This is an optimization exercise on Yosys and OpenROAD, whose aim is small area, not a production implementation.
The RTL of this run was laid out without a check of its function.
Power and IR drop assume default switching activity.

**flow/run.sh**
```bash
#!/bin/bash
# synth_recipe.tcl (not shown) runs the flow's synth.tcl, then flattens the netlist and writes it again
# the make line also repeats each setting of config.mk as NAME=value (left out here)
make -C /OpenROAD-flow-scripts/flow DESIGN_CONFIG=/design/flow/config.mk WORK_HOME=/design/flow/orfs CLKGATE_MAP_FILE= SYNTH_SCRIPT=/design/flow/synth_recipe.tcl finish
```
**flow/constraint.sdc**
```tcl
create_clock -name core_clock -period 11.0 [get_ports {clk}]
set_input_delay 2.2000 -clock core_clock [delete_from_list [all_inputs] [get_ports {clk}]]
set_output_delay 2.2000 -clock core_clock [all_outputs]
set_load 0.01 [all_outputs]
```
**flow/design.v**
```verilog
module dda_move_engine #(
  parameter int          NUM_AXES     = 2,
  parameter int          BUFFER_DEPTH = 4,
  parameter int          DUR_WIDTH    = 64,
  parameter int          ACC_WIDTH    = 64,
  parameter int          DIV_WIDTH    = 24,
  parameter logic [63:0] THRESHOLD    = 64'h7fffffffffffff9b,
  parameter int          STEP_HOLD    = 8
) (
  input  logic                            clk,
  input  logic                            resetn,
  input  logic [DIV_WIDTH-1:0]            clock_divisor,
  input  logic                            wr_valid,
  output logic                            wr_ready,
  input  logic [DUR_WIDTH-1:0]            wr_duration,
  input  logic [NUM_AXES-1:0]             wr_dir,
  input  logic [NUM_AXES*ACC_WIDTH-1:0]   wr_increment,
  input  logic [NUM_AXES*ACC_WIDTH-1:0]   wr_incinc,
  input  logic                            abort,
  output logic [NUM_AXES-1:0]             step,
  output logic [NUM_AXES-1:0]             dir,
  output logic                            busy,
  output logic                            move_done,
  output logic [$clog2(BUFFER_DEPTH):0]   buffer_count
);
  localparam int PTR_W  = $clog2(BUFFER_DEPTH);
  localparam int CNT_W  = PTR_W + 1;
  localparam int HOLD_W = $clog2(STEP_HOLD);
  localparam logic [ACC_WIDTH-1:0] THR = THRESHOLD[ACC_WIDTH-1:0];
  logic ld, run;
  logic [DUR_WIDTH-1:0]          mem_dur    [BUFFER_DEPTH];
  logic [NUM_AXES-1:0]           mem_dir    [BUFFER_DEPTH];
  logic [NUM_AXES*ACC_WIDTH-1:0] mem_inc    [BUFFER_DEPTH];
  logic [NUM_AXES*ACC_WIDTH-1:0] mem_incinc [BUFFER_DEPTH];
  logic [PTR_W-1:0]              rd_ptr, wr_ptr;
  logic [DUR_WIDTH-1:0]          tickdown;
  logic [NUM_AXES*ACC_WIDTH-1:0] cur_incinc;
  logic [DIV_WIDTH-1:0]          div_r, clkcnt;
  logic [ACC_WIDTH-1:0]          inc_r   [NUM_AXES];    
  logic [HOLD_W-1:0]             hcnt    [NUM_AXES];    
  logic [ACC_WIDTH-1:0]          acc     [NUM_AXES];
  logic [ACC_WIDTH-1:0]          acc_sum [NUM_AXES];
  logic [NUM_AXES-1:0]           pend, fire;
  logic                          push, pop, tick, last;
  logic [DUR_WIDTH-1:0]          rd_dur;
  logic [NUM_AXES-1:0]           rd_dir;
  logic [NUM_AXES*ACC_WIDTH-1:0] rd_inc, rd_incinc;
  assign wr_ready = !buffer_count[CNT_W-1] && !abort;
  assign push     = wr_valid && wr_ready;
  assign pop      = !ld && !run && (buffer_count != '0);
  assign tick     = run && ((clkcnt + DIV_WIDTH'(1)) == div_r);
  assign last     = tickdown == DUR_WIDTH'(1);
  assign busy     = ld || run;
  assign rd_dur    = mem_dur[rd_ptr];
  assign rd_dir    = mem_dir[rd_ptr];
  assign rd_inc    = mem_inc[rd_ptr];
  assign rd_incinc = mem_incinc[rd_ptr];
  always_comb begin
    for (int a = 0; a < NUM_AXES; a++) begin
      acc_sum[a] = acc[a] + inc_r[a];
      fire[a]    = tick && !acc_sum[a][ACC_WIDTH-1] && (acc_sum[a] != '0);
    end
  end
  always_ff @(posedge clk) begin
    if (push) begin
      mem_dur[wr_ptr]    <= wr_duration;
      mem_dir[wr_ptr]    <= wr_dir;
      mem_inc[wr_ptr]    <= wr_increment;
      mem_incinc[wr_ptr] <= wr_incinc;
    end
  end
  always_ff @(posedge clk) begin
    clkcnt <= (ld || tick) ? '0 : clkcnt + 1'b1;
    if (ld) begin
      tickdown   <= rd_dur;
      div_r      <= (clock_divisor == '0) ? DIV_WIDTH'(1) : clock_divisor;
      cur_incinc <= rd_incinc;
      for (int a = 0; a < NUM_AXES; a++) inc_r[a] <= rd_inc[a*ACC_WIDTH +: ACC_WIDTH];
    end else if (tick) begin
      tickdown <= tickdown - 1'b1;
      for (int a = 0; a < NUM_AXES; a++)
        inc_r[a] <= inc_r[a] + cur_incinc[a*ACC_WIDTH +: ACC_WIDTH];
    end
    for (int a = 0; a < NUM_AXES; a++) begin
      if (fire[a] && !(step[a] || pend[a])) hcnt[a] <= HOLD_W'(STEP_HOLD - 1);
      else if (!fire[a] && pend[a])         hcnt[a] <= HOLD_W'(STEP_HOLD - 1);
      else                                  hcnt[a] <= hcnt[a] - 1'b1;
    end
  end
  always_ff @(posedge clk or negedge resetn) begin
    if (!resetn) begin
      ld           <= 1'b0;
      run          <= 1'b0;
      rd_ptr       <= '0;
      wr_ptr       <= '0;
      buffer_count <= '0;
      move_done    <= 1'b0;
      dir          <= '0;
      step         <= '0;
      pend         <= '0;
      for (int a = 0; a < NUM_AXES; a++) acc[a] <= '0;
    end else if (abort) begin
      ld           <= 1'b0;
      run          <= 1'b0;
      rd_ptr       <= '0;
      wr_ptr       <= '0;
      buffer_count <= '0;
      move_done    <= 1'b0;
      step         <= '0;
      pend         <= '0;
      for (int a = 0; a < NUM_AXES; a++) acc[a] <= '0;
    end else begin
      if (push) wr_ptr <= wr_ptr + 1'b1;
      if (ld)   rd_ptr <= rd_ptr + 1'b1;
      if (push && !pop)      buffer_count <= buffer_count + 1'b1;
      else if (pop && !push) buffer_count <= buffer_count - 1'b1;
      for (int a = 0; a < NUM_AXES; a++) begin
        if (fire[a]) begin
          step[a] <= !(step[a] || pend[a]);
          pend[a] <= step[a] || pend[a];
        end else if (pend[a]) begin
          pend[a] <= 1'b0;
          step[a] <= 1'b1;
        end else if (step[a] && hcnt[a] == '0) begin
          step[a] <= 1'b0;
        end
      end
      ld        <= pop;
      move_done <= (ld && rd_dur == '0) || (tick && last);
      if (ld) begin
        dir <= rd_dir;
        run <= rd_dur != '0;
      end else if (tick && last) begin
        run <= 1'b0;
      end
      if (tick)
        for (int a = 0; a < NUM_AXES; a++)
          acc[a] <= fire[a] ? acc_sum[a] - THR : acc_sum[a];
    end
  end
endmodule
```
**flow/config.mk**
```make
export PLATFORM = sky130hd
export DESIGN_NAME = dda_move_engine
export DESIGN_NICKNAME = dda_move_engine
export VERILOG_FILES = /design/flow/design.v
export SDC_FILE = /design/flow/constraint.sdc
export NUM_CORES = 4
export LEC_CHECK = 0
export CAP_MARGIN = 20
export CORE_MARGIN = 2
export CORE_UTILIZATION = 40
export SLEW_MARGIN = 20
```
==> results.json <==
{
  "rsz0062_at_grt": "false",
  "hold_path.class": "register to register",
  "cts-buffers-inserted": 193,
  "rows": 171,
  "p_leak_nw": 33.5,
  "via_per_inst": 5.70,
  "cts_root_buffer": "clkbuf_16",
  "dr.pass1.iters": 6,
  "seq_area_frac_synth_pct": 61.1,
  "path_clk_slew_ns": 0.07,
  "wl_per_cell_um": 24.2,
  "crit_chain": "ha_1, nand4_1, nor4_1, nand2_1, a211oi_1, o211ai_1, and3_4, a31oi_1, and4_1, nand4b_1, or4_1, nor3_2, nor4_2, xnor2_1, a211oi_1",
  "reg2reg_slack_ns": 4.92,
  "path_buf_inv": 0,
  "io_pins": 360,
  "wirelength_um": 236000,
  "avgSynthCellArea_um2": 13.6,
  "tightest_slew_ns": 1.18,
  "ys_types": 116,
  "clockBufferDepth": 3,
  "worstSetupEndpoint": "acc[0][61]$_DFFE_PN0P_",
  "crit_start": "inc_r[0][27]$_DFFE_PP_",
  "place_area_um2": 93600,
  "final_common_cell": "edfxtp_1",
  "reg2reg_to": "acc[0][61]$_DFFE_PN0P_",
  "overflow": 0,
  "crit_path_start_kind": "register",
  "ys_ff_latch": 1806,
  "start_util_pct": 40.2,
  "drtAntennaViolNets": 0,
  "crit_family": "simple AND/OR/NAND/NOR gates",
  "post_cts_resized": 0,
  "drc": 0,
  "core_um2": 217000,
  "slew_headroom_pct": 21.4,
  "vias": 55650,
  "finalSetupViolCount": 0,
  "antenna_found_initial": 65,
  "portBuffers": 359,
  "hold_viol_final": 0,
  "fin_crit_sh_pct": 55.3,
  "yosys_most_used_dff": "edfxtp_1",
  "nets": 7340,
  "fin_tns_setup_ns": 0,
  "fin_crit_ns": 6.08,
  "cp_common_cell": "a211oi_1",
  "power_density_nw_per_um2": 246,
  "dpl.hpwl_um": 164000,
  "cts_tree": "yes",
  "htreeDepth": 4,
  "vdd_ir_drop_max_mv": 0.186,
  "grt_pass1_vias": 54709,
  "cts.hold.buffers_added": 0,
  "required_ns": 11.77,
  "dieHeight_um": 471,
  "gp_congestion": 0.923,
  "grt_max_degree": 153,
  "max-cap-violations": 0,
  "status": "finished clean",
  "cp_slowest_stage_delay_ns": 0.76,
  "synth_warnings": 5,
  "skew_ns": 0.0607,
  "post-route-cell-area_um2": 100000,
  "synth_nets": 7035,
  "arrival_ns": 6.84,
  "async_flop_share_pct": 7.97,
  "final_cell_mix": "1632 x edfxtp_1, 480 x nand2_1, 461 x nor2_1",
  "grt_pass1_wl_um": 353000,
  "chipWidth_um": 471,
  "crit_slowest_cell": "nor3_2",
  "clock.fmax_mhz": 165,
  "r2r-start": "inc_r[0][27]$_DFFE_PP_",
  "syn_area_um2": 87100,
  "grt_usage_pct": 21.0,
  "clock-sinks": 1806,
  "synth_enable_flop_cells": 1632,
  "insertion_delay_ns": 0.87,
  "end_kind": "register",
  "post_cts_buffers": 0,
  "worstSetupPathDepth": 15,
  "r2r_cells": 15,
  "design.die.area_um2": 221000,
  "path_max_fanout": 12,
  "criticalPathCategory": "register to register",
  "slew_viol_final": 0,
  "synth_cells": 6413,
  "area_delta_synth_final_pct": 14.9,
  "drt_iter0_drc": 4913,
  "layout-drive-gt1-share_pct": 11.4,
  "fillers": 19044
}
registers in the layout, indices dropped and copies added, names as in the netlist, 3 cells and up:
register	flops
acc	128
buffer_count	3
clkcnt	24
cur_incinc	128
div_r	24
hcnt	6
inc_r	128
mem_dir	8
mem_dur	256
mem_inc	512
mem_incinc	512
tickdown	64
through the flow:
step / total power [W] / hold WS [ns] / instances / setup slack [ns] / utilization [%]
after floorplan: 0.0158 / 0.358 / 6413 / 0.217 / -
after global placement: 0.0181 / 0.365 / 9377 / 4.80 / 43.2
after detailed placement: 0.0182 / 0.369 / 9377 / 4.79 / 43.2
after CTS: 0.0248 / 0.382 / 9730 / 5.01 / 46.1
after global routing: 0.0259 / 0.391 / 9740 / 4.46 / 46.1
final: 0.0246 / 0.381 / 9757 / 4.92 / 46.2
metal layers:
metal	global-route usage [%]	routed length [um]	up-vias
li1	-	-	25617
met1	29.9	107000	28077
met2	32.6	108000	1526
met3	4.42	15800	360
met4	5.58	5470	70
met5	0	447	-
where the power goes:
group / total, W / internal (W) / switching [W]
Sequential: 0.00946 / 0.00883 / 0.000629
Clock: 0.00649 / 0.00373 / 0.00277
Combinational: 0.00865 / 0.00343 / 0.00522
cell type report:
cell class	count	area, um2	area share (%)
Timing Repair Buffer	415	4170	4.17
Tap cell	2854	3570	3.57
Clock buffer	238	5050	5.05
Clock inverter	115	1260	1.26
Inverter	118	450	0.450
Multi-Input combinational cell	4184	32200	32.2
Sequential cell	1806	53200	53.2
Antenna cell	27	67.6	0.0675
cell families after synthesis:
| kind of cell | count (synthesis) | share of synthesized area (%) |
|---|---|---|
| multiplexers | 345 | 8.61 |
| flip-flops | 1806 | 61.1 |
| XOR/XNOR | 407 | 4.11 |
| AND/OR/NAND/NOR | 1788 | 10.2 |
| buffers and inverters | 423 | 1.91 |
| adder cells (fa/ha/maj) | 272 | 3.95 |
| AO/OA/AOI/OAI | 1372 | 10.1 |
cells in the mapped netlist, types with 12 or more instances:
library cell	n	area, um2
a311oi_1	15	131
nand2_1	481	1810
nand2b_1	48	300
a21o_1	136	1020
and3_1	51	319
a21oi_1	415	2080
nor2b_1	36	225
dfrtp_1	144	3600
or2_2	25	156
inv_1	117	439
buf_2	29	145
ha_1	267	3340
and2_1	33	206
nor2_1	462	1730
mux2i_1	14	140
clkbuf_1	201	754
a211o_1	12	105
a31oi_1	51	319
or4_1	14	105
nor3_1	148	741
dfxtp_1	30	601
o21ai_1	42	210
nand3_1	144	721
o21a_1	45	338
nand4_1	117	732
xnor2_1	219	1920
buf_1	67	251
o31a_1	23	201
xor2_1	186	1630
nor4_1	87	544
or3_1	37	231
mux4_2	322	7250
and4_1	21	184
o31ai_1	20	150
o21ai_0	281	1410
o2111ai_1	15	131
o21bai_1	68	510
o211ai_1	25	188
a211oi_1	81	608
edfxtp_1	1632	49000
how the worst min path moves through the flow:
stage | startpoint | end | slack [ns] | depth (start not counted)
after floorplan | hcnt[0][0]$_SDFF_PP1_ | hcnt[0][0]$_SDFF_PP1_ | 0.36 | 1
after CTS | hcnt[0][0]$_SDFF_PP1_ | hcnt[0][0]$_SDFF_PP1_ | 0.38 | 1
after global placement | hcnt[0][0]$_SDFF_PP1_ | hcnt[0][0]$_SDFF_PP1_ | 0.36 | 1
after global routing | hcnt[0][0]$_SDFF_PP1_ | hcnt[0][0]$_SDFF_PP1_ | 0.39 | 1
after detailed placement | hcnt[0][0]$_SDFF_PP1_ | hcnt[0][0]$_SDFF_PP1_ | 0.37 | 1
final | hcnt[0][0]$_SDFF_PP1_ | hcnt[0][0]$_SDFF_PP1_ | 0.38 | 1

## port drivers added, routing unchanged
How much do the figures lean on ideal ports? The routed layout below was timed once more, with nothing changed but the port constraints. Step 1 (the two cells are an assumption about what drives the block):
set clk [get_ports {clk}]
set_driving_cell -lib_cell sky130_fd_sc_hd__clkbuf_16 $clk
set_driving_cell -lib_cell sky130_fd_sc_hd__buf_2 [delete_from_list [all_inputs] $clk]
Step 2 also shifts input and output timing later by t, the mid clock arrival at the registers, as if the neighbouring blocks saw the same clock. Three values: ideal ports, drivers, drivers and shift; two values: the first two.
t, ns: 0.940
slack for setup (ns): 4.922 / 4.922 / 4.922
hold WS [ns]: 0.381 / 0.381 / 0.381
slew at the worst register clock pin (ns): 0.07 / 0.07
After both steps setup and hold are still met in this run. For this run, drivers alone change the setup slack by 0.000 ns; drivers and shift together by 0.000 ns.
